This is an optimization exercise on Yosys and OpenROAD, whose aim is small area and a short achievable clock period, not a production implementation. The RTL was checked by simulation tests, not by an equivalence proof against the original design. Power figures rest on the tool's default switching activity, not on a simulated workload.

**design/flow/config.mk**
```make
export PLATFORM = sky130hd
export DESIGN_NAME = pipeline_trace_buffer
export DESIGN_NICKNAME = pipeline_trace_buffer
export VERILOG_FILES = /design/flow/design.v
export SDC_FILE = /design/flow/constraint.sdc
export NUM_CORES = 4
export LEC_CHECK = 0
export CAP_MARGIN = 20
export CORE_MARGIN = 2
export CORE_UTILIZATION = 40
export SLEW_MARGIN = 20
export SYNTH_MEMORY_MAX_BITS = 8192
```
**design/flow/run.sh**
```bash
#!/bin/bash
# synth_recipe.tcl (not shown) runs the flow's synth.tcl, then flattens the netlist and writes it again
# the make line also repeats each setting of config.mk as NAME=value (left out here)
make -C /OpenROAD-flow-scripts/flow DESIGN_CONFIG=/design/flow/config.mk WORK_HOME=/design/flow/orfs CLKGATE_MAP_FILE= SYNTH_SCRIPT=/design/flow/synth_recipe.tcl finish
```
**design/flow/design.v**
```verilog
module pipeline_trace_buffer #(
    parameter int DATA_W    = 32,
    parameter int CH        = 2,
    parameter int DEPTH     = 64,
    parameter int POST_TRIG = 16
) (
    input  logic                       Clk,
    input  logic                       Reset_n,
    input  logic                       Arm,
    input  logic                       Cap_Valid,
    input  logic [CH*DATA_W-1:0]       Cap_Data,
    input  logic                       Trig,
    input  logic                       Rd_Req,
    output logic                       Rd_Ack,
    output logic [CH*DATA_W-1:0]       Rd_Data,
    output logic                       Rd_Last,
    output logic [1:0]                 State,
    output logic [$clog2(DEPTH):0]     Fill,
    output logic [$clog2(DEPTH)-1:0]   Trig_Index,
    output logic [31:0]                Cycle_Count
);
    localparam int AW = $clog2(DEPTH);
    localparam int W  = CH * DATA_W;
    localparam logic [AW:0]   FULL    = (AW+1)'(DEPTH);
    localparam logic [AW-1:0] PT_LOAD = AW'(POST_TRIG);
    localparam logic          PT_ZERO = (POST_TRIG == 0);
    typedef enum logic [1:0] {
        S_IDLE  = 2'd0,
        S_ARMED = 2'd1,
        S_POST  = 2'd2,
        S_DONE  = 2'd3
    } state_t;
    state_t          state;
    logic [W-1:0]    mem [DEPTH];
    logic [AW-1:0]   wr_ptr;
    logic [AW:0]     rd_cnt;
    logic [AW-1:0]   post_cnt;
    logic            trig_pending;
    logic [AW-1:0]   trig_addr;
    logic            capturing;
    logic            wr_en;
    logic [AW-1:0]   wr_ptr_nx;
    logic [AW:0]     fill_nx;
    logic [AW-1:0]   start_nx;
    logic [AW-1:0]   rd_start;
    logic [AW-1:0]   rd_addr;
    logic            trig_sample;
    logic            done_nx;
    logic [AW-1:0]   trig_addr_now;
    assign State = state;
    always_comb begin
        capturing     = (state == S_ARMED) || (state == S_POST);
        wr_en         = capturing && Cap_Valid && !Arm;
        wr_ptr_nx     = wr_ptr + 1'b1;
        fill_nx       = (Fill == FULL) ? Fill : Fill + 1'b1;
        start_nx      = (fill_nx == FULL) ? wr_ptr_nx : '0;
        rd_start      = (Fill == FULL) ? wr_ptr : '0;
        rd_addr       = rd_start + rd_cnt[AW-1:0];
        trig_sample   = wr_en && (((state == S_ARMED) && Trig) ||
                                  ((state == S_POST) && trig_pending));
        trig_addr_now = trig_sample ? wr_ptr : trig_addr;
        done_nx       = trig_sample ? PT_ZERO
                                    : ((state == S_POST) && wr_en && (post_cnt == AW'(1)));
    end
    always_ff @(posedge Clk) begin
        if (wr_en)
            mem[wr_ptr] <= Cap_Data;
    end
    always_ff @(posedge Clk or negedge Reset_n) begin
        if (!Reset_n) begin
            state        <= S_IDLE;
            wr_ptr       <= '0;
            rd_cnt       <= '0;
            post_cnt     <= '0;
            trig_pending <= 1'b0;
            trig_addr    <= '0;
            Fill         <= '0;
            Trig_Index   <= '0;
            Cycle_Count  <= '0;
            Rd_Ack       <= 1'b0;
            Rd_Last      <= 1'b0;
            Rd_Data      <= '0;
        end else begin
            Rd_Ack  <= 1'b0;
            Rd_Last <= 1'b0;
            if (Arm) begin
                state        <= S_ARMED;
                wr_ptr       <= '0;
                rd_cnt       <= '0;
                post_cnt     <= '0;
                trig_pending <= 1'b0;
                Fill         <= '0;
                Trig_Index   <= '0;
                Cycle_Count  <= '0;
            end else begin
                if (capturing && (Cycle_Count != '1))
                    Cycle_Count <= Cycle_Count + 1'b1;
                if (wr_en) begin
                    wr_ptr <= wr_ptr_nx;
                    Fill   <= fill_nx;
                end
                if (trig_sample)
                    trig_addr <= wr_ptr;
                if (done_nx)
                    Trig_Index <= trig_addr_now - start_nx;
                case (state)
                    S_ARMED: begin
                        if (Trig) begin
                            post_cnt     <= PT_LOAD;
                            trig_pending <= !Cap_Valid;
                            state        <= done_nx ? S_DONE : S_POST;
                        end
                    end
                    S_POST: begin
                        if (wr_en) begin
                            if (trig_pending)
                                trig_pending <= 1'b0;
                            else
                                post_cnt <= post_cnt - 1'b1;
                        end
                        if (done_nx)
                            state <= S_DONE;
                    end
                    S_DONE: begin
                        if (Rd_Req && (rd_cnt < Fill)) begin
                            Rd_Ack  <= 1'b1;
                            Rd_Data <= mem[rd_addr];
                            Rd_Last <= ((rd_cnt + 1'b1) == Fill);
                            rd_cnt  <= rd_cnt + 1'b1;
                        end
                    end
                    default: ;
                endcase
            end
        end
    end
endmodule
```
**design/flow/constraint.sdc**
```tcl
create_clock -name core_clock -period 5.0 [get_ports {Clk}]
set_input_delay 1.0000 -clock core_clock [delete_from_list [all_inputs] [get_ports {Clk}]]
set_output_delay 1.0000 -clock core_clock [all_outputs]
set_load 0.01 [all_outputs]
```
==> results.py, run 1 <==
metrics = {
    "synth": {
        "synth_top_family_by_area": "multiplexers",
        "synth_area_leaders": "edfxtp_1, mux4_2, dfrtp_1",
        "synth.largest_area_cell": "edfxtp_1",
        "yosys_warnings": 1,
        "synth_simple_gate_area_frac": 0.0397,
        "synth.distinct_cells": 64,
        "ys_seq_area_frac": 0.777,
        "synthArstFlopShare": 0.0328,
        "synth_seq_cells": 4235,
        "synth_compound_area_frac": 0.0132,
        "synth.top_cell.area_share": 0.756,
        "syn-num-nets": 7802,
        "synth-xor-area-share": 0.00374,
        "synth_edf_count": 4096,
        "synth-adder-area-share": 0.00232,
        "netlist_instances": 7703,
        "synthesis.area_mm2": 0.163,
        "synth_top_flop_cell": "edfxtp_1",
        "synth_mux_area_frac": 0.152,
        "syn-mean-instance-area_um2": 21.1,
    },
    "detailed_routing": {
        "wl_met1_um": 187000,
        "drc": 0,
        "first_pass_iters": 6,
        "via_count": 83988,
        "wl_per_cell_um": 33.3,
        "met2_length_um": 222000,
        "drtIter0Drc": 11924,
        "routed_wl_um": 469000,
        "ant_nets": 0,
        "met3_length_um": 47700,
        "maxUsedRoutingLayer": "met5",
        "via_per_inst": 5.96,
    },
    "clock_network": {
        "clk_latency_ns": 0.99,
        "cts_root_buf": "clkbuf_16",
        "cts_buffers": 420,
        "clkTransAtPathRegs_ns": 0.06,
        "clock_sinks": 4235,
        "cts_tree": "done",
        "cts_hold_buffers": 0,
        "htreeDepth": 5,
        "cts_max_path_buffers": 4,
    },
    "global_route": {
        "grt_usage": 0.223,
        "grt_pass1_vias": 83101,
        "grt_pass1_wl_um": 655000,
        "grt_max_degree": 83,
        "grt_overflow": 0,
        "antenna_found_initial": 43,
    },
    "timing": {
        "max_freq_mhz": 208,
        "drv_slew": 0,
        "max_slew_margin": 0.253,
        "min_period_ns": 4.81,
        "worstMarginPinSlew_ns": 1.12,
        "tns_ns": 0,
        "skew_ns": 0.0759,
        "worst_slack_ns": 0.187,
        "hold_viol": 0,
        "setup_violations": 0,
        "fin_crit_sh": 0.963,
    },
    "setup_path": {
        "worstPathArrival_ns": 5.64,
        "timing.rr.end": "Rd_Data[45]$_DFFE_PN0P_",
        "crit_family": "simple AND/OR/NAND/NOR gates",
        "worstRegToRegCells": 15,
        "cpMaxStageDelayCell": "o32ai_1",
        "cp-start-kind": "flop",
        "cp-end-kind": "flop",
        "required_ns": 5.83,
        "r2r_slack_ns": 0.19,
        "path_max_fanout": 15,
        "path_cells": "inv_1 -> ha_1 -> or4b_4 -> nor3_4 -> and2_1 -> ha_1 -> buf_4 -> and3_1 -> or3_1 -> nand2_4 -> buf_12 -> buf_4 -> a21oi_1 -> o32ai_1 -> a211oi_1",
        "critPathKind": "reg -> reg",
        "path_buf_inv": 4,
        "max_stage_delay_ns": 0.64,
        "regToRegStartpoint": "Fill[0]$_DFFE_PN0P_",
    },
    "floorplanning": {
        "core.rowCount": 234,
        "core_area_mm2": 0.406,
        "start_util": 0.401,
        "fp.dieArea_mm2": 0.412,
        "ios": 183,
        "dieWidth_um": 642,
        "dieHeight_um": 642,
    },
    "layout": {
        "multi_input_area_mm2": 0.0349,
        "drive_gt1_frac": 0.264,
        "regArea_mm2": 0.126,
        "utilization": 0.467,
        "fin_area_mm2": 0.189,
        "layout_common_cells": "edfxtp_1, mux4_2, nand2_1",
        "final.fill_count": 33106,
        "mostFrequentLayoutCell": "edfxtp_1",
        "area_growth_pct": 16.3,
        "nNetsFinal": 8389,
    },
    "job": {
        "cap_violations": 0,
    },
    "placed_design": {
        "gp_congestion": 0.791,
        "dp_slack_ns": 0.0513,
        "dpl.hpwl_um": 253000,
        "placed_area_mm2": 0.175,
        "io_buffers": 182,
    },
    "pwr": {
        "leakage_uw": 0.0586,
        "p_per_area_mw_per_mm2": 393,
        "vdd_drop_max_uv": 271,
        "p_total_uw": 74300,
    },
    "outcome": {
        "status": "no timing/DRC/antenna violations",
    },
    "min_path": {
        "min_path_type": "in -> async",
    },
}
## synthesized netlist by cell type (all sizes together), types with 29 or more instances
cell and count:
edfxtp 4096, mux4 1071, nand2 696, nand3 310, clkbuf 275, nor2 197, buf 165, dfrtp 139
a21oi 115, nor3 78, nor4 50, a31oi 49, mux2i 49, a32oi 47, xnor2 43, and3 32
nand4 29
## cell families (layout without fill, tap and decap cells)
logic type                 Yosys count  count (layout)
buffers and inverters              465            1411
adders and majority gates           29              29
muxes                             1130            1130
xor gates and xnor gates            66              66
AOI/OAI and AO/OA                  321             321
other                                0               7
DFF                               4235            4235
and+or+nand+nor                   1457            1457
## worst reg2reg max path: cells and delay by family (launching register included)
family	cells	cell delay, ns
flops	1	0.39
buf+inv	4	1.11
compound gates	3	0.93
fa+ha+maj	2	0.39
simple gates	6	1.83
## through the flow
step	hold slack, ns	cells
finish	0.107	14084
global route	0.0834	14080
CTS	0.0550	14072
detailed placement	0.489	13291
global placement	0.483	13291
floorplan	0.471	7703
## per-layer routing
| metal | GRT usage | up-vias |
|---|---|---|
| met3 | 0.0447 | 676 |
| met1 | 0.321 | 45654 |
| li1 | - | 33062 |
| met4 | 0.0543 | 38 |
| met2 | 0.352 | 4558 |
| met5 | 0 | - |
## flip-flops by register name, indices dropped and copies added, names as in the netlist, 6 cells and up
register	flops
Trig_Index	6
mem	4096
trig_addr	6
wr_ptr	6
Rd_Data	64
Fill	7
rd_cnt	7
Cycle_Count	32
post_cnt	6
## worst max-delay path by stage
stage / startpoint / end / slack, ns / cells after the start
2_1_floorplan: Arm / mem[62][0]$_DFFE_PP_ / 0.03 / 4
3_3_place_gp: Fill[0]$_DFFE_PN0P_ / Rd_Data[50]$_DFFE_PN0P_ / 0.03 / 15
3_5_place_dp: Fill[0]$_DFFE_PN0P_ / Rd_Data[50]$_DFFE_PN0P_ / 0.05 / 15
4_1_cts: Fill[0]$_DFFE_PN0P_ / Rd_Data[50]$_DFFE_PN0P_ / 0.18 / 15
5_1_grt: Fill[0]$_DFFE_PN0P_ / Rd_Data[8]$_DFFE_PN0P_ / -0.0009 / 14
6_report: Fill[0]$_DFFE_PN0P_ / Rd_Data[45]$_DFFE_PN0P_ / 0.19 / 15
## repair_timing
item	4_1_cts	5_1_grt
setup endpoints to repair	1	1
resized for setup	1	1
pin swaps	0	0
setup buffers	0	0
## power by group
part | switching [uW] | internal [uW]
combinational | 1570 | 1290
sequential | 539 | 39300
clock | 13500 | 18200
total | 15600 | 58700
## final cells by class
type | instances | share of cell area
antenna | 7 | 0.0000926
clock buffer | 541 | 0.0603
timing repair buffer | 605 | 0.0378
inverter | 25 | 0.000522
sequential | 4235 | 0.668
tap | 5428 | 0.0359
multi-input combinational | 3003 | 0.185
clock inverter | 240 | 0.0124
==> run 2, diff against run 1 <==
==> design/flow/design.v (replaced) <==
module pipeline_trace_buffer #(
    parameter int DATA_W    = 32,
    parameter int CH        = 2,
    parameter int DEPTH     = 64,
    parameter int POST_TRIG = 16
) (
    input  logic                       Clk,
    input  logic                       Reset_n,
    input  logic                       Arm,
    input  logic                       Cap_Valid,
    input  logic [CH*DATA_W-1:0]       Cap_Data,
    input  logic                       Trig,
    input  logic                       Rd_Req,
    output logic                       Rd_Ack,
    output logic [CH*DATA_W-1:0]       Rd_Data,
    output logic                       Rd_Last,
    output logic [1:0]                 State,
    output logic [$clog2(DEPTH):0]     Fill,
    output logic [$clog2(DEPTH)-1:0]   Trig_Index,
    output logic [31:0]                Cycle_Count
);
    localparam int AW = $clog2(DEPTH);
    localparam int W  = CH * DATA_W;
    localparam int CW = $clog2(POST_TRIG + 2);
    localparam int RLO = (POST_TRIG < DEPTH) ? POST_TRIG : DEPTH - 1;
    localparam logic [1:0] S_IDLE  = 2'd0;
    localparam logic [1:0] S_ARMED = 2'd1;
    localparam logic [1:0] S_POST  = 2'd2;
    localparam logic [1:0] S_DONE  = 2'd3;
    logic [W-1:0]    sr [DEPTH];
    logic [AW:0]     rem;         
    logic [CW-1:0]   post_left;   
    logic [1:0]      State_q;
    logic            capturing, armed, post, done;
    logic            wr_en, serve, shift, done_nx, full, cc_sat;
    logic [AW:0]     fill_nx;
    logic [W-1:0]    rd_word;
    assign State = State_q;
    always_comb begin
        armed     = (State_q == S_ARMED);
        post      = (State_q == S_POST);
        done      = (State_q == S_DONE);
        capturing = armed || post;
        wr_en     = capturing && Cap_Valid && !Arm;
        serve     = done && Rd_Req && !Arm && (rem != '0);
        shift     = wr_en || serve;
        full      = Fill[AW];
        fill_nx   = full ? Fill : Fill + 1'b1;
        done_nx   = post && wr_en && (post_left == CW'(1));
        cc_sat    = &Cycle_Count;
        rd_word = '0;
        for (int i = RLO; i < DEPTH; i++)
            rd_word = rd_word | ({W{Fill == (AW+1)'(i + 1)}} & sr[i]);
    end
    always_ff @(posedge Clk) begin
        if (shift) begin
            sr[0] <= Cap_Data;
            for (int i = 1; i < DEPTH; i++)
                sr[i] <= sr[i-1];
        end
    end
    always_ff @(posedge Clk) begin
        if (done_nx)
            rem <= fill_nx;
        else if (serve)
            rem <= rem - 1'b1;
        if (armed && Trig)
            post_left <= Cap_Valid ? CW'(POST_TRIG) : CW'(POST_TRIG + 1);
        else if (wr_en)
            post_left <= post_left - 1'b1;
    end
    always_ff @(posedge Clk or negedge Reset_n) begin
        if (!Reset_n) begin
            State_q     <= S_IDLE;
            Fill        <= '0;
            Trig_Index  <= '0;
            Cycle_Count <= '0;
            Rd_Ack      <= 1'b0;
            Rd_Last     <= 1'b0;
            Rd_Data     <= '0;
        end else begin
            Rd_Ack  <= serve;
            Rd_Last <= serve && (rem == (AW+1)'(1));
            if (serve)
                Rd_Data <= rd_word;
            if (Arm) begin
                State_q     <= S_ARMED;
                Fill        <= '0;
                Trig_Index  <= '0;
                Cycle_Count <= '0;
            end else begin
                if (capturing && !cc_sat)
                    Cycle_Count <= Cycle_Count + 1'b1;
                if (wr_en)
                    Fill <= fill_nx;
                if (done_nx)
                    Trig_Index <= AW'(fill_nx - (AW+1)'(POST_TRIG + 1));
                if (armed && Trig)
                    State_q <= S_POST;
                else if (done_nx)
                    State_q <= S_DONE;
            end
        end
    end
endmodule
--- a/design/flow/config.mk
+++ b/design/flow/config.mk
@@ -8,5 +8,6 @@
 export CAP_MARGIN = 20
 export CORE_MARGIN = 2
-export CORE_UTILIZATION = 40
+export CORE_UTILIZATION = 60
+export SETUP_SLACK_MARGIN = 2.3
 export SLEW_MARGIN = 20
 export SYNTH_MEMORY_MAX_BITS = 8192
==> results.py, run 2 <==
metrics = {
    "clock_network": {
        "clk_latency_ns": 0.98,
        "clock_sinks": 4221,
        "clkTransAtPathRegs_ns": 0.06,
        "cts_tree": "done",
        "cts_max_path_buffers": 4,
        "cts_root_buf": "clkbuf_16",
        "cts_buffers": 421,
        "htreeDepth": 5,
    },
    "pwr": {
        "p_total_uw": 79100,
        "clockPowerShare": 0.394,
        "leakage_uw": 0.0598,
        "seqPwrFrac": 0.558,
        "power_switching_share": 0.223,
        "p_comb_frac": 0.048,
        "p_per_area_mw_per_mm2": 439,
        "p_sw_uw": 17700,
        "vdd_drop_max_uv": 384,
        "p_int_uw": 61400,
    },
    "layout": {
        "regArea_mm2": 0.126,
        "nNetsFinal": 8697,
        "layout_common_cells": "edfxtp_1, a22oi_1, clkbuf_16",
        "mostFrequentLayoutCell": "edfxtp_1",
        "reg_top3": "sr: 4096 flops, Rd_Data: 64 flops, Cycle_Count: 32 flops",
        "drive_gt1_frac": 0.219,
        "largest_reg_flops": 4096,
        "area_growth_pct": 22.0,
        "top_register": "sr",
        "multi_input_area_mm2": 0.0218,
        "utilization": 0.734,
        "final.fill_count": 14523,
        "fin_area_mm2": 0.180,
    },
    "timing": {
        "max_freq_mhz": 340,
        "min_period_ns": 2.94,
        "fin_crit_sh": 0.589,
        "tns_ns": 0,
        "hold_viol": 0,
        "max_slew_margin": 0.374,
        "skew_ns": 0.0469,
        "setup_violations": 0,
        "drv_slew": 0,
        "rsz0062_at_grt": "yes",
        "worstMarginPinSlew_ns": 0.940,
    },
    "setup_path": {
        "r2r_slack_ns": 2.06,
        "regToRegStartpoint": "Fill[3]$_DFFE_PN0P_",
        "worstPathArrival_ns": 3.80,
        "cpMaxStageDelayCell": "dfrtp_4",
        "critPathKind": "reg -> reg",
        "cp-start-kind": "flop",
        "path_depth": 11,
        "path_max_fanout": 6,
        "path_cells": "buf_8 -> or4b_4 -> buf_8 -> buf_6 -> nor2_4 -> buf_12 -> buf_16 -> a22oi_1 -> nand4_1 -> or4_1 -> o32a_1",
        "max_stage_delay_ns": 0.56,
        "timing.rr.end": "Rd_Data[63]$_DFFE_PN0P_",
        "cp_common_cell": "buf_8",
        "required_ns": 5.86,
        "path_buf_inv": 5,
        "worstRegToRegCells": 11,
        "cp-end-kind": "flop",
        "crit_family": "simple AND/OR/NAND/NOR gates",
    },
    "detailed_routing": {
        "wl_per_cell_um": 41.1,
        "ant_nets": 0,
        "drc": 0,
        "first_pass_iters": 9,
        "via_count": 89350,
        "drtIter0Drc": 18684,
        "via_per_inst": 7.32,
        "routed_wl_um": 502000,
    },
    "floorplanning": {
        "core.rowCount": 182,
        "core_area_mm2": 0.245,
        "ios": 183,
        "dieHeight_um": 500,
        "dieWidth_um": 500,
        "fp.dieArea_mm2": 0.250,
        "start_util": 0.602,
    },
    "synth": {
        "netlist_instances": 7486,
        "yosys_warnings": 2,
        "synthTopCellsByCount": "edfxtp_1, a22oi_1, nand2_1, clkbuf_1, nor2_1",
        "synth.largest_area_cell": "edfxtp_1",
        "synthesis.area_mm2": 0.148,
        "synth_area_leaders": "edfxtp_1, a22oi_1, dfrtp_1",
        "synth_top_flop_cell": "edfxtp_1",
        "synth_seq_cells": 4221,
        "synth_edf_count": 4108,
        "synth.distinct_cells": 74,
        "syn-mean-instance-area_um2": 19.7,
        "synth.top_cell.area_share": 0.835,
        "yosysMostFrequentCell": "edfxtp_1",
        "synthArstFlopShare": 0.0268,
        "ys_seq_area_frac": 0.854,
        "syn-num-nets": 7570,
    },
    "global_route": {
        "grt_overflow": 0,
        "grt_pass1_vias": 81459,
        "antenna_found_initial": 55,
        "grt_pass1_wl_um": 656000,
        "grt_max_degree": 106,
        "grt_usage": 0.383,
    },
    "placed_design": {
        "placed_area_mm2": 0.156,
        "gp_congestion": 0.896,
        "dpl.hpwl_um": 246000,
        "io_buffers": 182,
    },
    "job": {
        "cap_violations": 0,
    },
    "outcome": {
        "status": "no timing/DRC/antenna violations",
    },
    "min_path": {
        "min_path_type": "in -> async",
    },
}
## run 2: worst max-delay path by stage
stage	start	endpoint	slack [ns]
floorplan	Rd_Req	sr[0][0]$_DFFE_PP_	-13.21
global placement	Fill[1]$_DFFE_PN0P_	Rd_Data[10]$_DFFE_PN0P_	1.24
detailed placement	Fill[1]$_DFFE_PN0P_	Rd_Data[55]$_DFFE_PN0P_	1.21
CTS	Fill[6]$_DFFE_PN0P_	Rd_Data[54]$_DFFE_PN0P_	2.12
global route	Fill[3]$_DFFE_PN0P_	Rd_Data[59]$_DFFE_PN0P_	2.01
finish	Fill[3]$_DFFE_PN0P_	Rd_Data[63]$_DFFE_PN0P_	2.06
## run 2: area by class of cell
cell class	instances	area share
sequential	4221	0.701
multi-input combinational	2866	0.121
timing repair buffer	1094	0.0805
clock buffer	526	0.0617
tap	3220	0.0224
clock inverter	241	0.0128
antenna	37	0.000514
inverter	9	0.000243
## run 2: stage by stage
step,hold WS (ns),setup WS [ns],cells
2_1_floorplan,0.400,-13.21,7486
3_3_place_gp,0.400,1.24,10832
3_5_place_dp,0.405,1.21,10833
4_1_cts,0.0608,2.12,12022
5_1_grt,0.0487,2.01,12185
6_report,0.0831,2.06,12214
## run 2: cell families after synthesis
logic type	count (synthesis)	synth area share
buffers and inverters	414	0.0131
AO/OA/AOI/OAI	1717	0.0886
XOR/XNOR	42	0.00249
adder cells (fa/ha/maj)	14	0.00119
multiplexers	50	0.00354
AND/OR/NAND/NOR	1028	0.0368
flip-flops	4221	0.854
## run 2: layer usage
layer	wire [um]	track usage
met1	171000	0.533
met2	211000	0.539
met3	84600	0.135
met4	34200	0.199
met5	714	0
## run 2: timing repair
item	CTS	global route
hold buffers	0	0
setup buffers	357	123
cloned	65	32
endpoints found under the setup margin	4184	1085
hold endpoints to repair	0	0
pin swaps	138	205
gates resized for setup	778	314
## run 2: power by group through the flow
stage | Sequential, uW | Combinational, uW | Clock [uW]
floorplan | 46500 | 1500 | 0
global placement | 44600 | 3160 | 0
global route | 44200 | 3960 | 32700
finish | 44100 | 3800 | 31200
CTS | 44000 | 3520 | 31300
detailed placement | 44600 | 3240 | 0
## run 2: worst reg2reg max path, cell delays in order, from the launching register on
cell and delay (ns):
dfrtp_4 0.56, buf_8 0.17, or4b_4 0.28, buf_8 0.13
buf_6 0.13, nor2_4 0.06, buf_12 0.15, buf_16 0.18
a22oi_1 0.21, nand4_1 0.13, or4_1 0.49, o32a_1 0.36
==> run 3, diff against run 2 <==
--- a/design/flow/design.v
+++ b/design/flow/design.v
@@ -29,27 +29,30 @@
     localparam logic [1:0] S_DONE  = 2'd3;
     logic [W-1:0]    sr [DEPTH];
+    logic [DEPTH-1:RLO] rsel;     
     logic [AW:0]     rem;         
     logic [CW-1:0]   post_left;   
-    logic [1:0]      State_q;
-    logic            capturing, armed, post, done;
-    logic            wr_en, serve, shift, done_nx, full, cc_sat;
-    logic [AW:0]     fill_nx;
+    logic            armed, post;  
+    logic            rd_ok;        
+    logic [AW:0]     fill;         
+    logic [31:0]     cc;
+    logic            cap_ok;
+    logic            wr_en, serve, shift, done_nx, go_post, cc_sat;
+    logic [AW:0]     fill_nx, fill_d;
+    logic [31:0]     cc_inc;
     logic [W-1:0]    rd_word;
-    assign State = State_q;
     always_comb begin
-        armed     = (State_q == S_ARMED);
-        post      = (State_q == S_POST);
-        done      = (State_q == S_DONE);
-        capturing = armed || post;
-        wr_en     = capturing && Cap_Valid && !Arm;
-        serve     = done && Rd_Req && !Arm && (rem != '0);
+        cap_ok    = armed || post;
+        wr_en     = cap_ok && Cap_Valid && !Arm;
+        serve     = rd_ok && Rd_Req && !Arm;
         shift     = wr_en || serve;
-        full      = Fill[AW];
-        fill_nx   = full ? Fill : Fill + 1'b1;
+        fill_nx   = fill[AW] ? fill : fill + 1'b1;
         done_nx   = post && wr_en && (post_left == CW'(1));
-        cc_sat    = &Cycle_Count;
+        go_post   = armed && Trig && !Arm;
+        cc_sat    = &cc;
+        cc_inc    = cc + 1'b1;
+        fill_d    = Arm ? '0 : (wr_en ? fill_nx : fill);
         rd_word = '0;
         for (int i = RLO; i < DEPTH; i++)
-            rd_word = rd_word | ({W{Fill == (AW+1)'(i + 1)}} & sr[i]);
+            rd_word = rd_word | ({W{rsel[i]}} & sr[i]);
     end
     always_ff @(posedge Clk) begin
@@ -61,4 +64,11 @@
     end
     always_ff @(posedge Clk) begin
+        fill   <= fill_d;
+        for (int i = RLO; i < DEPTH; i++)
+            rsel[i] <= (fill_d == (AW+1)'(i + 1));
+        if (Arm)
+            cc <= '0;
+        else if (cap_ok && !cc_sat)
+            cc <= cc_inc;
         if (done_nx)
             rem <= fill_nx;
@@ -72,5 +82,21 @@
     always_ff @(posedge Clk or negedge Reset_n) begin
         if (!Reset_n) begin
-            State_q     <= S_IDLE;
+            armed <= 1'b0;
+            post  <= 1'b0;
+            rd_ok <= 1'b0;
+        end else begin
+            armed <= Arm || (armed && !Trig);
+            post  <= !Arm && (go_post || (post && !done_nx));
+            if (Arm)
+                rd_ok <= 1'b0;
+            else if (done_nx)
+                rd_ok <= 1'b1;
+            else if (serve && (rem == (AW+1)'(1)))
+                rd_ok <= 1'b0;
+        end
+    end
+    always_ff @(posedge Clk or negedge Reset_n) begin
+        if (!Reset_n) begin
+            State       <= S_IDLE;
             Fill        <= '0;
             Trig_Index  <= '0;
@@ -85,19 +111,19 @@
                 Rd_Data <= rd_word;
             if (Arm) begin
-                State_q     <= S_ARMED;
+                State       <= S_ARMED;
                 Fill        <= '0;
                 Trig_Index  <= '0;
                 Cycle_Count <= '0;
             end else begin
-                if (capturing && !cc_sat)
-                    Cycle_Count <= Cycle_Count + 1'b1;
+                if (go_post)
+                    State <= S_POST;
+                else if (done_nx)
+                    State <= S_DONE;
                 if (wr_en)
                     Fill <= fill_nx;
+                if (cap_ok && !cc_sat)
+                    Cycle_Count <= cc_inc;
                 if (done_nx)
                     Trig_Index <= AW'(fill_nx - (AW+1)'(POST_TRIG + 1));
-                if (armed && Trig)
-                    State_q <= S_POST;
-                else if (done_nx)
-                    State_q <= S_DONE;
             end
         end
--- a/design/flow/config.mk
+++ b/design/flow/config.mk
@@ -8,6 +8,9 @@
 export CAP_MARGIN = 20
 export CORE_MARGIN = 2
-export CORE_UTILIZATION = 60
-export SETUP_SLACK_MARGIN = 2.3
+export CORE_UTILIZATION = 55
+export CTS_CLUSTER_DIAMETER = 150
+export CTS_CLUSTER_SIZE = 25
+export SETUP_SLACK_MARGIN = 2.6
 export SLEW_MARGIN = 20
 export SYNTH_MEMORY_MAX_BITS = 8192
+export TNS_END_PERCENT = 20
==> results.py, run 3 <==
metrics = {
    "detailed_routing": {
        "first_pass_iters": 6,
        "drc": 0,
        "wl_per_cell_um": 36.7,
        "ant_nets": 0,
        "via_per_inst": 7.04,
        "routed_wl_um": 411000,
        "drtIter0Drc": 13046,
        "via_count": 78798,
    },
    "synth": {
        "ys_seq_area_frac": 0.863,
        "synth.largest_area_cell": "edfxtp_1",
        "yosysMostFrequentCell": "edfxtp_1",
        "synthTopCellsByCount": "edfxtp_1, a221oi_1, a22o_1, clkbuf_1, nand4_1",
        "synth_seq_cells": 4311,
        "synth.distinct_cells": 60,
        "synth-xor-area-share": 0.00242,
        "syn-num-nets": 7258,
        "synth_compound_area_frac": 0.101,
        "synthesis.area_mm2": 0.148,
        "synth.top_cell.area_share": 0.831,
        "synth_top_family_by_area": "compound AO/OA/AOI/OAI gates",
        "synth_area_leaders": "edfxtp_1, a221oi_1, a22o_1",
        "netlist_instances": 7181,
        "syn-mean-instance-area_um2": 20.7,
        "synthArstFlopShare": 0.0269,
        "synth_mux_area_frac": 0.000708,
        "synth_simple_gate_area_frac": 0.0221,
        "synth_top_flop_cell": "edfxtp_1",
        "synth_edf_count": 4108,
        "synth-adder-area-share": 0.000590,
        "yosys_warnings": 2,
    },
    "pwr": {
        "p_sw_uw": 12300,
        "p_per_area_mw_per_mm2": 373,
        "vdd_drop_max_uv": 290,
        "power_switching_share": 0.202,
        "seqPwrFrac": 0.678,
        "leakage_uw": 0.0489,
        "p_int_uw": 48500,
        "clockPowerShare": 0.302,
        "p_comb_frac": 0.020,
    },
    "layout": {
        "top_register": "sr",
        "regArea_mm2": 0.128,
        "multi_input_area_mm2": 0.0191,
        "nNetsFinal": 7566,
        "fin_area_mm2": 0.163,
        "largest_reg_flops": 4096,
        "drive_gt1_frac": 0.105,
        "layout_common_cells": "edfxtp_1, a22o_1, a221oi_1",
        "area_growth_pct": 9.74,
        "final.fill_count": 18934,
        "mostFrequentLayoutCell": "edfxtp_1",
        "reg_top3": "sr: 4096 flops, Rd_Data: 64 flops, rsel: 48 flops",
    },
    "setup_path": {
        "path_cells": "buf_6",
        "critPathKind": "reg -> out",
        "path_buf_inv": 1,
        "worstPathArrival_ns": 1.57,
        "cpMaxStageDelayCell": "dfrtp_2",
        "cp-start-kind": "flop",
        "cp-end-kind": "output pin",
        "crit_family": "flip-flops",
        "required_ns": 4.00,
        "path_max_fanout": 2,
        "max_stage_delay_ns": 0.51,
    },
    "timing": {
        "max_freq_mhz": 390,
        "fin_crit_sh": 0.513,
        "skew_ns": 0.0518,
        "setup_violations": 0,
        "min_period_ns": 2.57,
        "drv_slew": 0,
        "max_slew_margin": 0.331,
        "hold_viol": 0,
        "rsz0062_at_grt": "yes",
        "tns_ns": 0,
        "worstMarginPinSlew_ns": 1.00,
    },
    "placed_design": {
        "dpl.hpwl_um": 222000,
        "placed_area_mm2": 0.156,
        "io_buffers": 182,
        "gp_congestion": 0.864,
    },
    "global_route": {
        "grt_overflow": 0,
        "grt_pass1_wl_um": 561000,
        "grt_usage": 0.290,
        "grt_max_degree": 153,
        "grt_pass1_vias": 73696,
        "antenna_found_initial": 12,
    },
    "clock_network": {
        "cts_buffers": 194,
        "cts_root_buf": "clkbuf_16",
        "clock_sinks": 4311,
        "cts_tree": "done",
        "cts_max_path_buffers": 4,
        "htreeDepth": 4,
        "clkTransAtPathRegs_ns": 0.09,
        "cts_hold_buffers": 0,
        "clk_latency_ns": 0.94,
    },
    "floorplanning": {
        "ios": 183,
        "start_util": 0.553,
        "fp.dieArea_mm2": 0.274,
        "dieWidth_um": 523,
        "core_area_mm2": 0.268,
        "core.rowCount": 190,
        "dieHeight_um": 523,
    },
    "outcome": {
        "status": "no timing/DRC/antenna violations",
    },
    "job": {
        "cap_violations": 0,
    },
    "min_path": {
        "min_path_type": "in -> async",
    },
}
[run 3: cell count changes after synthesis, sizes merged, moves of 48 or more]
cell	before	now
nor2	187	88
and3	137	7
o22ai	52	0
a221oi	65	768
nand4	139	213
clkbuf	174	263
a22o	123	768
buf	231	144
nand2	247	100
a222oi	48	0
nand3	98	41
a2111oi	64	1
a22oi	1049	0
dfxtp	0	87
[run 3: routing by layer]
layer / GRT usage / vias up / part of all wire
li1: - / 31089 / -
met1: 0.424 / 41450 / 0.39
met2: 0.446 / 5452 / 0.46
met5: 0 / - / 0.000032
met3: 0.0591 / 805 / 0.12
met4: 0.0911 / 2 / 0.039
[run 3: cells by family after synthesis]
group,count (synthesis)
simple gates,601
flops,4311
xor+xnor,41
compound gates,1781
fa+ha+maj,7
mux,10
buf+inv,430
[run 3: worst paths after layout]
path | start | endpoint | slack [ns] | depth (start not counted)
min | Reset_n | Rd_Data[3]$_DFFE_PN0P_ | 0.14 | 1
max | Rd_Data[28]$_DFFE_PN0P_ | Rd_Data[28] | 2.43 | 1
min reg2reg | sr[11][55]$_DFFE_PP_ | sr[12][55]$_DFFE_PP_ | 0.40 | 0
max in group asynchronous | Reset_n | armed$_DFF_PN0_ | 3.84 | 2
min in group core_clock | sr[11][55]$_DFFE_PP_ | sr[12][55]$_DFFE_PP_ | 0.40 | 0
max reg2reg | rsel[57]$_DFF_P_ | Rd_Data[25]$_DFFE_PN0P_ | 2.48 | 6
[run 3: final cells by class]
| cell class | count | share of cell area |
|---|---|---|
| Inverter | 23 | 0.000530 |
| Clock inverter | 7 | 0.000561 |
| Clock buffer | 342 | 0.0337 |
| Sequential cell | 4311 | 0.787 |
| Antenna cell | 6 | 0.0000922 |
| Tap cell | 3552 | 0.0273 |
| Timing Repair Buffer | 516 | 0.0333 |
| Multi-Input combinational cell | 2443 | 0.117 |
[run 3: repair_timing]
item                                    4_1_cts  5_1_grt
pin swaps                                     2        6
resized for setup                           547       99
setup buffers                                37       47
endpoints found under the setup margin     3971     1052
hold endpoints to repair                      0        0
cloned                                       10        2
[run 3: stage by stage]
| stage | utilization | setup slack [ns] | hold WS (ns) | cells | total power, uW |
|---|---|---|---|---|---|
| after floorplan | - | -62.90 | 0.400 | 7181 | 46900 |
| after global placement | 0.581 | 1.16 | 0.400 | 10749 | 43100 |
| after detailed placement | 0.581 | 1.19 | 0.405 | 10749 | 43200 |
| after CTS | 0.604 | 2.36 | 0.116 | 11145 | 61100 |
| after global routing | 0.607 | 2.39 | 0.133 | 11196 | 62500 |
| final | 0.607 | 2.43 | 0.140 | 11200 | 60800 |
[run 3: power by group through the flow]
stage	Sequential [uW]	Clock (uW)	Combinational (uW)
6_report	41200	18400	1210
3_5_place_dp	42000	0	1170
4_1_cts	41200	18700	1210
5_1_grt	41300	19900	1310
3_3_place_gp	42000	0	1120
2_1_floorplan	46200	0	650
==> run 4, diff against run 3 <==
--- a/design/flow/config.mk
+++ b/design/flow/config.mk
@@ -8,5 +8,5 @@
 export CAP_MARGIN = 20
 export CORE_MARGIN = 2
-export CORE_UTILIZATION = 55
+export CORE_UTILIZATION = 47
 export CTS_CLUSTER_DIAMETER = 150
 export CTS_CLUSTER_SIZE = 25
==> results.py, run 4 <==
metrics = {
    "outcome": {
        "status": "no timing/DRC/antenna violations",
    },
    "timing": {
        "rsz0062_at_grt": "yes",
        "min_period_ns": 2.64,
        "max_freq_mhz": 379,
        "hold_viol": 0,
        "tns_ns": 0,
        "setup_violations": 0,
        "max_slew_margin": 0.375,
        "fin_crit_sh": 0.528,
        "drv_slew": 0,
        "worstMarginPinSlew_ns": 0.937,
        "skew_ns": 0.0568,
    },
    "clock_network": {
        "htreeDepth": 4,
        "cts_root_buf": "clkbuf_16",
        "cts_max_path_buffers": 4,
        "clk_latency_ns": 0.92,
        "clkTransAtPathRegs_ns": 0.10,
        "clock_sinks": 4311,
        "cts_tree": "done",
        "cts_buffers": 195,
    },
    "setup_path": {
        "crit_family": "flip-flops",
        "worstRegToRegCells": 6,
        "required_ns": 4.00,
        "cp-endpoint": "Rd_Data[28]",
        "timing.rr.end": "Rd_Data[42]$_DFFE_PN0P_",
        "startpoint": "Rd_Data[28]$_DFFE_PN0P_",
        "path_depth": 1,
        "cpMaxStageDelayCell": "dfrtp_2",
        "critPathKind": "reg -> out",
        "r2r_slack_ns": 2.52,
        "worstPathArrival_ns": 1.64,
        "path_buf_inv": 1,
        "path_cells": "buf_6",
        "cp-start-kind": "flop",
        "path_max_fanout": 2,
        "cp-end-kind": "output pin",
        "max_stage_delay_ns": 0.52,
        "regToRegStartpoint": "rsel[45]$_DFF_P_",
    },
    "pwr": {
        "p_per_area_mw_per_mm2": 372,
        "p_total_uw": 61000,
        "leakage_uw": 0.0490,
        "vdd_drop_max_uv": 298,
    },
    "layout": {
        "layout_common_cells": "edfxtp_1, a22o_1, a221oi_1",
        "drive_gt1_frac": 0.107,
        "nNetsFinal": 7569,
        "largest_reg_flops": 4096,
        "reg_top3": "sr: 4096 flops, Rd_Data: 64 flops, rsel: 48 flops",
        "mostFrequentLayoutCell": "edfxtp_1",
        "top_register": "sr",
        "final_cells": 11807,
        "area_growth_pct": 10.5,
    },
    "synth": {
        "synth_top_flop_cell": "edfxtp_1",
        "ys_seq_area_frac": 0.863,
        "synth.distinct_cells": 60,
        "synth.largest_area_cell": "edfxtp_1",
        "synth_edf_count": 4108,
        "netlist_instances": 7181,
        "synth.top_cell.area_share": 0.831,
        "synth_seq_cells": 4311,
        "synthTopCellsByCount": "edfxtp_1, a221oi_1, a22o_1, clkbuf_1, nand4_1",
        "yosysMostFrequentCell": "edfxtp_1",
        "yosys_warnings": 2,
        "syn-num-nets": 7258,
        "synthArstFlopShare": 0.0269,
        "synth_area_leaders": "edfxtp_1, a221oi_1, a22o_1",
        "syn-mean-instance-area_um2": 20.7,
        "synthesis.area_mm2": 0.148,
    },
    "global_route": {
        "grt_usage": 0.243,
        "antenna_found_initial": 24,
        "grt_overflow": 0,
        "grt_pass1_wl_um": 560000,
        "grt_max_degree": 141,
        "grt_pass1_vias": 74239,
    },
    "placed_design": {
        "gp_congestion": 0.856,
        "dpl.hpwl_um": 220000,
        "io_buffers": 182,
        "dp.cells": 11350,
    },
    "detailed_routing": {
        "routed_wl_um": 420000,
        "drc": 0,
        "via_per_inst": 6.70,
        "drtIter0Drc": 13913,
        "via_count": 79128,
        "ant_nets": 0,
        "first_pass_iters": 6,
        "wl_per_cell_um": 35.6,
    },
    "floorplanning": {
        "fp.dieArea_mm2": 0.320,
        "core.rowCount": 206,
        "start_util": 0.472,
        "dieHeight_um": 566,
        "core_area_mm2": 0.314,
        "ios": 183,
        "dieWidth_um": 566,
    },
    "min_path": {
        "min_path_type": "reg -> reg",
    },
    "job": {
        "cap_violations": 0,
    },
}
-- run 4: cell types whose count changed in the layout (fill, tap and decap cells not counted), moves of 4 or more --
cell,delta
buf_12,+4
buf_2,-9
buf_4,-14
buf_6,+20
clkbuf_1,-4
inv_16,+4
nor3_1,-13
nor3_4,+11
-- run 4: area by class of cell --
cell class,count,area [um^2]
inverters,23,86.3
clock buffers,337,5460
multi-input cells,2442,19200
repair buffers,519,5610
flip-flops and latches,4311,128000
fillers,24490,150000
clock inverters,10,169
diodes,5,12.5
well taps,4160,5200
-- run 4: cells by family after synthesis --
logic type | after synthesis | share of synthesized area
compound gates | 1781 | 0.101
xor+xnor | 41 | 0.00242
fa+ha+maj | 7 | 0.000590
buf+inv | 430 | 0.0110
flops | 4311 | 0.863
mux | 10 | 0.000708
simple gates | 601 | 0.0221
-- run 4: what timing repair did --
action / in CTS / in global routing
gates resized for setup: 566 / 142
setup buffers: 35 / 57
hold buffers: 1 / 0
endpoints found under the setup margin: 4114 / 2439
endpoints found under the hold margin: 28 / 0
pin swaps: 2 / 9
cloned: 7 / 5
-- run 4: report_power, final --
part	switching, uW	leakage (uW)	internal, uW
logic	911	0.00877	275
clock network	11000	0.00267	7570
registers	579	0.0376	40700
-- run 4: per-stage QoR --
| stage | worst slack [ns] | hold slack, ns | utilization | instance area (um^2) |
|---|---|---|---|---|
| 2_1_floorplan | -62.90 | 0.400 | - | 148000 |
| 3_3_place_gp | 1.13 | 0.400 | 0.498 | 156000 |
| 3_5_place_dp | 1.08 | 0.405 | 0.498 | 156000 |
| 4_1_cts | 2.32 | 0.403 | 0.517 | 162000 |
| 5_1_grt | 2.34 | 0.409 | 0.521 | 164000 |
| 6_report | 2.36 | 0.410 | 0.521 | 164000 |
-- run 4: routing by layer --
layer  share of wire  GRT usage  vias to the layer above
met5         0.00015          0                        -
met4           0.039     0.0851                       10
met3            0.12     0.0469                      792
met2            0.46      0.376                     5859
met1            0.38      0.348                    41369
li1                -          -                    31098
-- run 4: how the worst min path moves through the flow --
stage | startpoint | end | cells after the start
after floorplan | sr[9][0]$_DFFE_PP_ | sr[10][0]$_DFFE_PP_ | 0
after global placement | sr[14][51]$_DFFE_PP_ | sr[15][51]$_DFFE_PP_ | 0
after detailed placement | sr[9][56]$_DFFE_PP_ | sr[10][56]$_DFFE_PP_ | 0
after CTS | sr[4][29]$_DFFE_PP_ | sr[5][29]$_DFFE_PP_ | 0
after global routing | sr[4][29]$_DFFE_PP_ | sr[5][29]$_DFFE_PP_ | 0
final | sr[4][29]$_DFFE_PP_ | sr[5][29]$_DFFE_PP_ | 0
==> run 5, diff against run 4 <==
--- a/design/flow/config.mk
+++ b/design/flow/config.mk
@@ -8,9 +8,9 @@
 export CAP_MARGIN = 20
 export CORE_MARGIN = 2
-export CORE_UTILIZATION = 47
+export CORE_UTILIZATION = 62
 export CTS_CLUSTER_DIAMETER = 150
 export CTS_CLUSTER_SIZE = 25
-export SETUP_SLACK_MARGIN = 2.6
+export SETUP_SLACK_MARGIN = 2.8
 export SLEW_MARGIN = 20
 export SYNTH_MEMORY_MAX_BITS = 8192
-export TNS_END_PERCENT = 20
+export TNS_END_PERCENT = 100
==> results.py, run 5 <==
metrics = {
    "outcome": {
        "status": "no timing/DRC/antenna violations",
    },
    "layout": {
        "reg_top3": "sr: 4096 flops, Rd_Data: 64 flops, rsel: 48 flops",
        "area_growth_pct": 12.1,
        "final_cells": 11106,
        "drive_gt1_frac": 0.143,
        "layout_common_cells": "edfxtp_1, a22o_1, a221oi_1",
        "fin_area_mm2": 0.166,
        "top_register": "sr",
        "final.fill_count": 14976,
        "mostFrequentLayoutCell": "edfxtp_1",
        "largest_reg_flops": 4096,
        "utilization": 0.699,
        "nNetsFinal": 7850,
    },
    "setup_path": {
        "path_buf_inv": 1,
        "cpMaxStageDelayCell": "dfrtp_2",
        "cp-start-kind": "flop",
        "critPathKind": "reg -> out",
        "worstPathArrival_ns": 1.55,
        "path_cells": "buf_6",
        "crit_family": "flip-flops",
        "regToRegStartpoint": "cc[1]$_SDFFE_PP0P_",
        "startpoint": "Rd_Data[36]$_DFFE_PN0P_",
        "max_stage_delay_ns": 0.51,
        "required_ns": 4.00,
        "cp-end-kind": "output pin",
        "path_max_fanout": 2,
    },
    "clock_network": {
        "cts_root_buf": "clkbuf_16",
        "cts_tree": "done",
        "cts_buffers": 190,
        "cts_max_path_buffers": 3,
        "htreeDepth": 4,
        "clk_latency_ns": 0.89,
        "clock_sinks": 4311,
        "cts_hold_buffers": 0,
        "clkTransAtPathRegs_ns": 0.10,
    },
    "synth": {
        "synthesis.area_mm2": 0.148,
        "synthArstFlopShare": 0.0269,
        "yosys_warnings": 2,
        "synth_simple_gate_area_frac": 0.0221,
        "synth_seq_cells": 4311,
        "synth_mux_area_frac": 0.000708,
        "ys_seq_area_frac": 0.863,
        "synth_edf_count": 4108,
        "syn-mean-instance-area_um2": 20.7,
        "synth_top_flop_cell": "edfxtp_1",
        "yosysMostFrequentCell": "edfxtp_1",
        "synth_compound_area_frac": 0.101,
        "syn-num-nets": 7258,
        "synth.largest_area_cell": "edfxtp_1",
        "netlist_instances": 7181,
        "synthTopCellsByCount": "edfxtp_1, a221oi_1, a22o_1, clkbuf_1, nand4_1",
        "synth.distinct_cells": 60,
        "synth_top_family_by_area": "compound AO/OA/AOI/OAI gates",
        "synth-xor-area-share": 0.00242,
        "synth.top_cell.area_share": 0.831,
        "synth-adder-area-share": 0.000590,
        "synth_area_leaders": "edfxtp_1, a221oi_1, a22o_1",
    },
    "floorplanning": {
        "core.rowCount": 179,
        "dieWidth_um": 493,
        "start_util": 0.624,
        "fp.dieArea_mm2": 0.243,
        "dieHeight_um": 493,
        "core_area_mm2": 0.238,
        "ios": 183,
    },
    "job": {
        "cap_violations": 0,
    },
    "pwr": {
        "seqPwrFrac": 0.680,
        "power_switching_share": 0.202,
        "p_sw_uw": 12200,
        "p_comb_frac": 0.023,
        "p_per_area_mw_per_mm2": 365,
        "p_int_uw": 48400,
        "leakage_uw": 0.0509,
        "clockPowerShare": 0.297,
        "vdd_drop_max_uv": 288,
    },
    "global_route": {
        "grt_usage": 0.346,
        "grt_pass1_wl_um": 584000,
        "antenna_found_initial": 26,
        "grt_overflow": 0,
        "grt_pass1_vias": 74734,
        "grt_max_degree": 124,
    },
    "detailed_routing": {
        "drc": 0,
        "via_count": 81771,
        "first_pass_iters": 19,
        "via_per_inst": 7.36,
        "wl_per_cell_um": 38.9,
        "drtIter0Drc": 14762,
        "ant_nets": 0,
        "routed_wl_um": 433000,
    },
    "timing": {
        "setup_violations": 0,
        "tns_ns": 0,
        "min_period_ns": 2.55,
        "worstMarginPinSlew_ns": 0.845,
        "hold_viol": 0,
        "rsz0062_at_grt": "yes",
        "max_slew_margin": 0.437,
        "hold_slack_ns": 0.148,
        "max_freq_mhz": 393,
        "fin_crit_sh": 0.509,
        "skew_ns": 0.0429,
        "drv_slew": 0,
    },
    "min_path": {
        "min_path_type": "in -> async",
    },
    "placed_design": {
        "dp.cells": 10427,
        "placed_area_mm2": 0.156,
        "io_buffers": 182,
        "dpl.hpwl_um": 228000,
        "gp_congestion": 0.866,
    },
}
## run 5: cell counts after synthesis
Identical to the previous run, type by type.
## run 5: metrics by stage
step                      total power (uW)  setup WS (ns)
after floorplan                      46900         -62.90
after global placement               43100           1.06
after detailed placement             43200          0.987
after CTS                            60700           2.42
after global routing                 62100           2.43
final                                60600           2.45
## run 5: metal layers
layer,global-route usage,wire length [um],part of all wire
met5,0,84,0.00019
met4,0.135,19000,0.044
met3,0.0941,64100,0.15
met2,0.493,189000,0.44
met1,0.516,160000,0.37
## run 5: worst register-to-register path, cell delays in order (launching register included)
cell and delay [ns]:
dfxtp_4 0.37, ha_4 0.15, nand3_4 0.09, or4_4 0.55, or4_4 0.52, or3_1 0.33, a21oi_1 0.14
## run 5: power groups by stage
stage          combinational [uW]  sequential, uW  clock [uW]
6_report                     1370           41200       18000
5_1_grt                      1470           41300       19300
4_1_cts                      1250           41200       18200
3_5_place_dp                 1220           42000           0
3_3_place_gp                 1170           42000           0
2_1_floorplan                 650           46200           0
## run 5: cell type report
class	instances	area, um^2	share of cell area
Sequential cell	4311	128000	0.771
Multi-Input combinational cell	2443	19400	0.117
Timing Repair Buffer	804	9110	0.0548
Clock buffer	333	5360	0.0322
Tap cell	3167	3960	0.0238
Clock inverter	8	92.6	0.000557
Inverter	23	86.3	0.000519
Antenna cell	17	42.5	0.000256
## run 5: final timing paths
kind | to | slack, ns | cells after the start
max in group asynchronous | Cycle_Count[7]$_DFFE_PN0P_ | 3.86 | 2
min in group core_clock | sr[14][36]$_DFFE_PP_ | 0.40 | 0
worst max-delay path | Rd_Data[36] | 2.45 | 1
worst min register to register | sr[14][36]$_DFFE_PP_ | 0.40 | 0
worst max register to register | cc[24]$_SDFFE_PP0P_ | 2.76 | 6
worst min-delay path | Rd_Data[57]$_DFFE_PN0P_ | 0.15 | 1
## run 5: cells by family (layout without fill, tap and decap cells)
| kind of cell | after synthesis | after routing |
|---|---|---|
| flip-flops | 4311 | 4311 |
| AO/OA/AOI/OAI | 1781 | 1782 |
| adder cells (fa/ha/maj) | 7 | 7 |
| other | 0 | 17 |
| multiplexers | 10 | 10 |
| AND/OR/NAND/NOR | 601 | 603 |
| buffers and inverters | 430 | 1168 |
| XOR/XNOR | 41 | 41 |
## run 5: repair_timing
action,CTS,global route
pin swaps,17,30
gates cloned,11,24
endpoints found under the setup margin,4394,3937
resized for setup,716,136
buffers inserted,146,140

port drivers added, routing unchanged:
Ports are ideal in the flow. The routed layouts listed here were re-timed in OpenROAD. Step 1 (the two cells are an assumption about what drives the block):
set clk [get_ports {Clk}]
set_driving_cell -lib_cell sky130_fd_sc_hd__clkbuf_16 $clk
set_driving_cell -lib_cell sky130_fd_sc_hd__buf_2 [delete_from_list [all_inputs] $clk]
Step 2 times the ports against the registers' clock, not the clock port: input delays grow and output delays shrink by t, the midpoint of the rising clock arrivals with the driver on. a / b / c = ideal ports / drivers / drivers and shift; a / b = the first two.
run | t (ns) | setup WS [ns] | worst register clock-pin slew, ns
run 1 | 1.064 | 0.187 / 0.187 / 0.187 | 0.07 / 0.07
run 2 | 1.060 | 2.056 / 1.993 / 1.456 | 0.07 / 0.07
run 3 | 1.003 | 2.433 / 2.335 / 1.686 | 0.11 / 0.11
run 4 | 1.013 | 2.361 / 2.261 / 1.713 | 0.11 / 0.11
run 5 | 0.974 | 2.455 / 2.350 / 1.860 | 0.11 / 0.11
After both steps setup and hold are still met in every run listed. The setup slack of run 3, which loses most, moves by -0.098 ns with the drivers and by -0.747 ns with both steps.
